Background: an optimization exercise with open tools, aiming at small area, a short achievable clock period and few clock cycles per item. Do not read the settings as production practice. Where RTL was checked, it was by simulation tests only, not by an equivalence proof against the original. Power is estimated from default activity; no workload was simulated.

==> 02-04: inputs <==
// uniform_range_random_unit
module uniform_range_random_unit (
  input  logic                          clk,
  input  logic                          rst,
  input  logic                          seed_write,
  input  logic [urr_pkg::STATE_W-1:0]   seed_data,
  input  logic                          in_valid,
  output logic                          in_stall,
  input  logic [urr_pkg::DATA_W-1:0]    range_low,
  input  logic [urr_pkg::DATA_W-1:0]    range_high,
  output logic                          out_valid,
  input  logic                          out_stall,
  output logic [urr_pkg::DATA_W-1:0]    value,
  output logic                          range_error
);
Settings: LEC_CHECK=0, CAP_MARGIN=20, CORE_MARGIN=2, CORE_UTILIZATION=40, SLEW_MARGIN=20; clock period 11.0 ns.
run.sh (not shown) runs the stock make flow with config.mk's settings and CLKGATE_MAP_FILE= SYNTH_SCRIPT=/design/flow/synth_recipe.tcl, a recipe that flattens the netlist after the stock synthesis.
==> 01-20: changes against 02-04 <==
--- a/flow/design.v
+++ b/flow/design.v
@@ -5,13 +5,13 @@
   localparam int DRAW_W  = 31;
   localparam int DRAW_LSB = STATE_W - DRAW_W;
   localparam int MULT_W = 35;
   localparam logic [MULT_W-1:0]  LCG_MULT = 35'h5DEECE66D;
   localparam logic [STATE_W-1:0] LCG_INC  = 48'hB;
   localparam int DIG_W    = 4;                  
-  localparam int DIGS     = 3;                  
+  localparam int DIGS     = 2;                  
   localparam int STEP_W   = DIG_W * DIGS;       
   localparam int STEPS    = STATE_W / STEP_W;   
   localparam int STEP_CNT_W = $clog2(STEPS);
   localparam int ACC_W    = MULT_W;             
   localparam int DIGP_W   = MULT_W + DIG_W;     
   localparam int SUM_W    = ACC_W + STEP_W;     
==> 08-18: changes against 02-04 <==
--- a/flow/design.v
+++ b/flow/design.v
@@ -5,13 +5,13 @@
   localparam int DRAW_W  = 31;
   localparam int DRAW_LSB = STATE_W - DRAW_W;
   localparam int MULT_W = 35;
   localparam logic [MULT_W-1:0]  LCG_MULT = 35'h5DEECE66D;
   localparam logic [STATE_W-1:0] LCG_INC  = 48'hB;
   localparam int DIG_W    = 4;                  
-  localparam int DIGS     = 3;                  
+  localparam int DIGS     = 2;                  
   localparam int STEP_W   = DIG_W * DIGS;       
   localparam int STEPS    = STATE_W / STEP_W;   
   localparam int STEP_CNT_W = $clog2(STEPS);
   localparam int ACC_W    = MULT_W;             
   localparam int DIGP_W   = MULT_W + DIG_W;     
   localparam int SUM_W    = ACC_W + STEP_W;     
@@ -44,33 +44,39 @@
     S_CHECK,   
     S_NORM,    
     S_DIV,     
     S_NDIV,    
     S_TDIV,    
     S_TCMP,    
+    S_TACC,    
     S_REJ,     
     S_DONE     
   } state_t;
   state_t                          state, state_d;
   logic [DW-1:0]                   lo;
   logic [DW-1:0]                   m;       
   logic                            err;
   logic [DW-1:0]                   r;       
   logic [DW-1:0]                   nb;      
   logic [SW-1:0]                   k;       
+  logic [SW-1:0]                   ks;      
   logic                            tval;    
   logic                            tmode;   
   logic                            dlt;     
   logic                            ge;      
   logic [1:0]                      np;      
   logic                            cin;     
+  logic                            open_q;  
   logic [NW2-1:0]                  c1, c2, c3;   
-  logic [urr_pkg::STATE_W-1:0]     x;       
-  logic [urr_pkg::STATE_W-1:0]     y;       
-  logic                            xrdy, yrdy;
-  logic [urr_pkg::STEP_W-1:0]      xd;      
+  logic [urr_pkg::STATE_W-1:0]     s;       
+  logic                            sbusy;   
+  logic                            srdy;    
+  logic [urr_pkg::DRAW_W-1:0]      dc;      
+  logic                            xrdy;    
+  logic [urr_pkg::DRAW_W-1:0]      dq;      
+  logic                            qrdy;    
   logic [urr_pkg::ACC_W-1:0]       acc, acc_c;
   logic                            lci;
   logic [urr_pkg::STEP_CNT_W-1:0]  lcnt;
   logic                            lclr;    
   function automatic logic [urr_pkg::DIGP_W-1:0] mul_dig(input logic [urr_pkg::DIG_W-1:0] dg);
     mul_dig = '0;
@@ -83,35 +89,33 @@
   logic [urr_pkg::SUM_W-1:0]  cs_s [urr_pkg::DIGS+1];
   logic [urr_pkg::SUM_W-1:0]  cs_c [urr_pkg::DIGS+1];
   logic [urr_pkg::STEP_W:0]   lres;                        
   assign cs_s[0] = urr_pkg::SUM_W'(acc);
   assign cs_c[0] = urr_pkg::SUM_W'(acc_c);
   for (genvar i = 0; i < urr_pkg::DIGS; i++) begin : g_csa
-    assign pp[i]     = urr_pkg::SUM_W'(mul_dig(xd[i*urr_pkg::DIG_W +: urr_pkg::DIG_W])) << (i*urr_pkg::DIG_W);
+    assign pp[i]     = urr_pkg::SUM_W'(mul_dig(s[i*urr_pkg::DIG_W +: urr_pkg::DIG_W])) << (i*urr_pkg::DIG_W);
     assign cs_s[i+1] = cs_s[i] ^ cs_c[i] ^ pp[i];
     assign cs_c[i+1] = ((cs_s[i] & cs_c[i]) | (cs_s[i] & pp[i]) | (cs_c[i] & pp[i])) << 1;
   end
   assign lres = (urr_pkg::STEP_W+1)'(cs_s[urr_pkg::DIGS][urr_pkg::STEP_W-1:0]) +
                 (urr_pkg::STEP_W+1)'(cs_c[urr_pkg::DIGS][urr_pkg::STEP_W-1:0]) +
                 (urr_pkg::STEP_W+1)'(lci);
-  logic [urr_pkg::STEP_W-1:0] xd_next;                     
-  assign xd_next = x[(lcnt + 1'b1)*urr_pkg::STEP_W +: urr_pkg::STEP_W];
   logic [DW-1:0] dz;                                       
-  assign dz = {1'b0, x[urr_pkg::STATE_W-1:urr_pkg::DRAW_LSB]};
+  assign dz = {1'b0, dc};
   logic          pow2;
   logic          narrow;
   logic [SW-1:0] lz;
   logic [DW-1:0] bk;          
   always_comb begin
     pow2   = (((m >> 1) & ~m) == '0);
     narrow = (m[DW-1:NW] == '0);
     lz     = '0;
     for (int i = 0; i < DW; i++) begin
       if (m[i]) lz = SW'(DW - 1 - i);
     end
-    bk = (~m) << k;
+    bk = (~m) << ks;
   end
   logic [2:0]    nskip;       
   logic [NW-1:0] nrem0;
   logic [1:0]    np0;         
   assign nskip = m[8]            ? 3'd4 :
                  (m[7] | m[6])   ? 3'd3 :
@@ -148,85 +152,107 @@
   logic ndiv_ok;
   logic tcmp_ok;        
   logic tcmp_known;     
   logic consume;        
   logic ov_d;
   assign last       = (k == '0);
+  logic redir;
+  assign redir      = !tmode && !ge && !tval;
   assign div_ok     = ge | tval;
   assign ndiv_ok    = ge | tval;
   assign tcmp_ok    = !cout;
   assign tcmp_known = dlt | m[DW-1];
   assign consume    = ((state == S_DONE) && !out_valid && !err) || (state == S_REJ);
   always_comb begin
     state_d = state;
     case (state)
       S_PREP:  state_d = cout ? S_CHECK : S_DONE;
       S_CHECK: begin
         if (xrdy) begin
-          if (pow2)             state_d = S_DONE;
-          else if (tval)        state_d = S_TCMP;
-          else if (narrow)      state_d = S_NDIV;
-          else                  state_d = S_NORM;
+          if (pow2)                  state_d = S_DONE;
+          else if (tval || m[DW-1])  state_d = S_TCMP;
+          else if (narrow)           state_d = S_NDIV;
+          else                       state_d = S_NORM;
         end
       end
-      S_NORM:  state_d = tmode ? S_TDIV : S_DIV;
+      S_NORM:  state_d = redir ? S_NORM : (tmode ? S_TDIV : S_DIV);
       S_DIV:   if (last) state_d = div_ok ? S_DONE : S_NORM;
       S_NDIV:  if (last) state_d = ndiv_ok ? S_DONE : S_NORM;
       S_TDIV:  if (last) state_d = S_TCMP;
-      S_TCMP: begin
-        if (!tcmp_ok)         state_d = S_REJ;
-        else if (tcmp_known)  state_d = S_DONE;
+      S_TCMP:  state_d = tcmp_ok ? S_TACC : S_REJ;
+      S_TACC: begin
+        if (tcmp_known)       state_d = S_DONE;
         else if (narrow)      state_d = S_NDIV;
         else                  state_d = S_NORM;
       end
       S_REJ:   state_d = S_CHECK;
       S_DONE:  if (!out_valid) state_d = S_IDLE;
       default: state_d = S_IDLE;
     endcase
-    if (!in_stall && in_valid) state_d = S_PREP;
+    if (open_q && in_valid) state_d = S_PREP;
     if (rst) state_d = S_IDLE;
     ov_d = out_valid;
     if (out_valid && !out_stall) ov_d = 1'b0;
     if ((state == S_DONE) && !out_valid) ov_d = 1'b1;
     if (rst) ov_d = 1'b0;
   end
   always_ff @(posedge clk) begin
     state     <= state_d;
     out_valid <= ov_d;
-    in_stall  <= !((state_d == S_IDLE) ||
-                   ((state_d == S_DONE) && !ov_d && (state != S_TCMP)));
+    in_stall  <= !((state_d == S_IDLE) || ((state_d == S_DONE) && !ov_d && (state != S_PREP)));
+    open_q    <= (state_d == S_IDLE) || ((state_d == S_DONE) && !ov_d && (state != S_PREP));
     ge        <= (dz > m);
-    cin       <= !in_stall && in_valid;
+    cin       <= open_q && in_valid;
     if (lclr) begin
       acc   <= urr_pkg::ACC_W'(urr_pkg::LCG_INC);
       acc_c <= '0;
       lci   <= 1'b0;
       lcnt  <= '0;
       lclr  <= 1'b0;
-    end else if (!yrdy) begin
-      y     <= {lres[urr_pkg::STEP_W-1:0], y[urr_pkg::STATE_W-1:urr_pkg::STEP_W]};
-      xd    <= xd_next;
+    end else if (sbusy) begin
+      s     <= {lres[urr_pkg::STEP_W-1:0], s[urr_pkg::STATE_W-1:urr_pkg::STEP_W]};
       acc   <= urr_pkg::ACC_W'(cs_s[urr_pkg::DIGS] >> urr_pkg::STEP_W);
       acc_c <= urr_pkg::ACC_W'(cs_c[urr_pkg::DIGS] >> urr_pkg::STEP_W);
       lci   <= lres[urr_pkg::STEP_W];
       lcnt  <= lcnt + 1'b1;
       if (lcnt == urr_pkg::STEP_CNT_W'(urr_pkg::STEPS-1)) begin
-        yrdy  <= 1'b1;
+        sbusy <= 1'b0;
+        srdy  <= 1'b1;
         acc   <= urr_pkg::ACC_W'(urr_pkg::LCG_INC);
         acc_c <= '0;
         lci   <= 1'b0;
         lcnt  <= '0;
       end
     end
-    if (yrdy && (!xrdy || consume)) begin
-      x    <= y;
-      xd   <= y[urr_pkg::STEP_W-1:0];
-      xrdy <= 1'b1;
-      yrdy <= 1'b0;
-    end else if (consume) begin
-      xrdy <= 1'b0;
+    if (consume) begin
+      if (qrdy) begin
+        dc <= dq;
+        if (srdy) begin
+          dq    <= s[urr_pkg::STATE_W-1:urr_pkg::DRAW_LSB];
+          srdy  <= 1'b0;
+          sbusy <= 1'b1;
+        end else begin
+          qrdy <= 1'b0;
+        end
+      end else if (srdy) begin
+        dc    <= s[urr_pkg::STATE_W-1:urr_pkg::DRAW_LSB];
+        srdy  <= 1'b0;
+        sbusy <= 1'b1;
+      end else begin
+        xrdy <= 1'b0;
+      end
+    end else if (srdy && !xrdy) begin
+      dc    <= s[urr_pkg::STATE_W-1:urr_pkg::DRAW_LSB];
+      xrdy  <= 1'b1;
+      srdy  <= 1'b0;
+      sbusy <= 1'b1;
+    end else if (srdy && !qrdy) begin
+      dq    <= s[urr_pkg::STATE_W-1:urr_pkg::DRAW_LSB];
+      qrdy  <= 1'b1;
+      srdy  <= 1'b0;
+      sbusy <= 1'b1;
     end
     case (state)
       S_PREP: begin
         m    <= sum[DW-1:0];
         err  <= !cout;
         tval <= 1'b0;
@@ -245,22 +271,30 @@
           r  <= dz;
           nb <= DW'(nrem0);
           np <= np0;
           k  <= SW'(DW/2 - 1) - SW'(nskip);
         end else if (m[DW-1]) begin
           r     <= ~m;
-          k     <= '0;
-          tmode <= 1'b1;
+          nb    <= ~dz;
+          tval  <= 1'b1;
         end else begin
           r     <= dz;
           k     <= lz - 1'b1;
+          ks    <= lz - 1'b1;
           tmode <= 1'b0;
         end
       end
       S_NORM: begin
         nb <= bk;
+        if (redir) begin
+          r     <= ~m;
+          k     <= lz;
+          ks    <= lz;
+          tmode <= 1'b1;
+          dlt   <= 1'b1;
+        end
       end
       S_DIV, S_TDIV: begin
         if (cout) r <= sum[DW-1:0];
         nb  <= {1'b1, nb[DW-1:1]};
         k   <= k - 1'b1;
         if (last) begin
@@ -269,12 +303,13 @@
             tval <= 1'b1;
           end else if (div_ok) begin
             nb <= lo;
           end else begin
             r     <= ~m;
             k     <= lz;
+            ks    <= lz;
             tmode <= 1'b1;
             dlt   <= 1'b1;
           end
         end
       end
       S_NDIV: begin
@@ -285,25 +320,27 @@
           if (ndiv_ok) begin
             r  <= DW'(nrem);
             nb <= lo;
           end else begin
             r     <= ~m;
             k     <= lz;
+            ks    <= lz;
             tmode <= 1'b1;
             dlt   <= 1'b1;
           end
         end
       end
-      S_TCMP: begin
-        if (tcmp_ok) begin
+      S_TACC: begin
+        begin
           r  <= dz;
           nb <= lo;
           if (!tcmp_known) begin
             nb    <= DW'(nrem0);
             np    <= np0;
             k     <= narrow ? (SW'(DW/2 - 1) - SW'(nskip)) : (lz - 1'b1);
+            ks    <= lz - 1'b1;
             tmode <= 1'b0;
           end
         end
       end
       S_REJ: begin
         dlt <= 1'b0;
@@ -311,27 +348,29 @@
       default: ;
     endcase
     if ((state == S_DONE) && !out_valid) begin
       value       <= err ? '0 : sum[DW-1:0];
       range_error <= err;
     end
-    if (!in_stall) begin
+    if (open_q) begin
       lo <= range_low;
       r  <= range_high;
       nb <= ~range_low;
       if (seed_write) begin
-        x    <= seed_data;
-        xd   <= seed_data[urr_pkg::STEP_W-1:0];
-        xrdy <= 1'b0;
-        yrdy <= 1'b0;
-        lclr <= 1'b1;
+        s     <= seed_data;
+        sbusy <= 1'b1;
+        srdy  <= 1'b0;
+        xrdy  <= 1'b0;
+        qrdy  <= 1'b0;
+        lclr  <= 1'b1;
       end
     end
     if (rst) begin
-      x    <= urr_pkg::LCG_INC;    
-      xd   <= urr_pkg::LCG_INC[urr_pkg::STEP_W-1:0];
-      xrdy <= 1'b1;
-      yrdy <= 1'b0;
-      lclr <= 1'b1;
+      s     <= urr_pkg::LCG_INC;    
+      sbusy <= 1'b0;
+      srdy  <= 1'b1;
+      xrdy  <= 1'b0;
+      qrdy  <= 1'b0;
+      lclr  <= 1'b1;
     end
   end
 endmodule
==> impl_metrics.py <==
metrics = {
    "critical_path": {
        "path_common_cell": "o21a_1",
        "worstPathMaxFanout": 22,
        "cp.depth": 17,
    },
    "global_routing": {
        "grt_pass1_vias": 24400,
    },
    "detailed_routing": {
        "wl_met2_mm": 49.4,
        "drt-met1-wl_mm": 46.0,
    },
    "cts": {
        "worstSkewPairLatency_ns": 0.64,
    },
    "logic_synthesis": {
        "synth.avg_cell_area_um2": 8.76,
        "postSynthCellCount": 3346,
        "synth_xor_area_frac": 0.0200,
    },
    "status": {
        "outcome": "timing/DRC/antenna clean",
    },
    "die": {
        "num_rows": 99,
    },
    "layout": {
        "final-nonclk-buf-share": 0.0608,
    },
}
That was 02-04.
==> impl_metrics.py <==
metrics = {
    "detailed_routing": {
        "drt-met1-wl_mm": 44.0,
        "wl_met2_mm": 47.9,
    },
    "die": {
        "num_rows": 99,
    },
    "logic_synthesis": {
        "synth_xor_area_frac": 0.0195,
        "postSynthCellCount": 3253,
        "synth.avg_cell_area_um2": 8.99,
    },
    "layout": {
        "top_regs": "s (48), acc (35)",
    },
    "cts": {
        "cts-hold-fix-buffers": 0,
        "worstSkewPairLatency_ns": 0.63,
        "post_cts_buffers": 0,
    },
    "status": {
        "outcome": "timing/DRC/antenna clean",
    },
    "power": {
        "top_power_group": "registers",
        "p_leak_nw": 12.4,
    },
    "critical_path": {
        "cp.depth": 14,
        "worstPathMaxFanout": 24,
    },
    "global_routing": {
        "grt_pass1_vias": 24000,
    },
}
That was 08-18.
==> impl_metrics.py <==
metrics = {
    "die": {
        "ios": 152,
    },
    "status": {
        "outcome": "timing/DRC/antenna clean",
    },
    "critical_path": {
        "cp.depth": 16,
        "worstPathMaxFanout": 23,
    },
    "detailed_routing": {
        "wl_met2_mm": 49.1,
        "drt-met1-wl_mm": 46.5,
    },
    "logic_synthesis": {
        "ys_types": 79,
        "postSynthCellCount": 3091,
        "synth.avg_cell_area_um2": 8.89,
        "yosys.area.top_type_share": 0.263,
    },
    "global_routing": {
        "grt_pass1_vias": 24200,
        "grt_usage": 0.302,
    },
    "power": {
        "switchingPower_mw": 1.92,
    },
    "layout": {
        "final-nonclk-buf-share": 0.0661,
    },
}
That was 01-20.
Testbench counts of 01-20, summed over its fixed seeds: cycles 39,370, items 3,200.
Only the layout flow was run in 02-04 and 08-18; the RTL was not checked for function there.

port drivers added, routing unchanged:
In the flow no input, the clock included, has a driving cell. The finished layouts below were timed again as built, in two steps.
Step 1 sets driving cells, clkbuf_16 on the clock port and buf_2 on the other inputs (assumed; they add their load-dependent delay and slew).
Step 2, shift: input delay + t, output delay - t, t = (earliest + latest rising clock arrival at the registers) / 2. This alone moves slack from input paths to output paths.
Slacks: no drivers / after step 1 / after step 2; pairs: no drivers / after step 1.
| run | t (ns) | setup WS [ns] | worst setup path at the end | latest minus earliest clock arrival (ns) | cell pins on the clock port's net |
|---|---|---|---|---|---|
| 02-04 | 0.668 | 5.738 / 5.738 / 5.738 | register to register | 0.068 / 0.068 | 1 |
| 01-20 | 0.657 | 6.097 / 6.097 / 6.097 | register to register | 0.030 / 0.029 | 1 |
| 08-18 | 0.676 | 6.791 / 6.791 / 6.791 | register to register | 0.036 / 0.036 | 1 |
After both steps setup and hold are still met in every run listed.
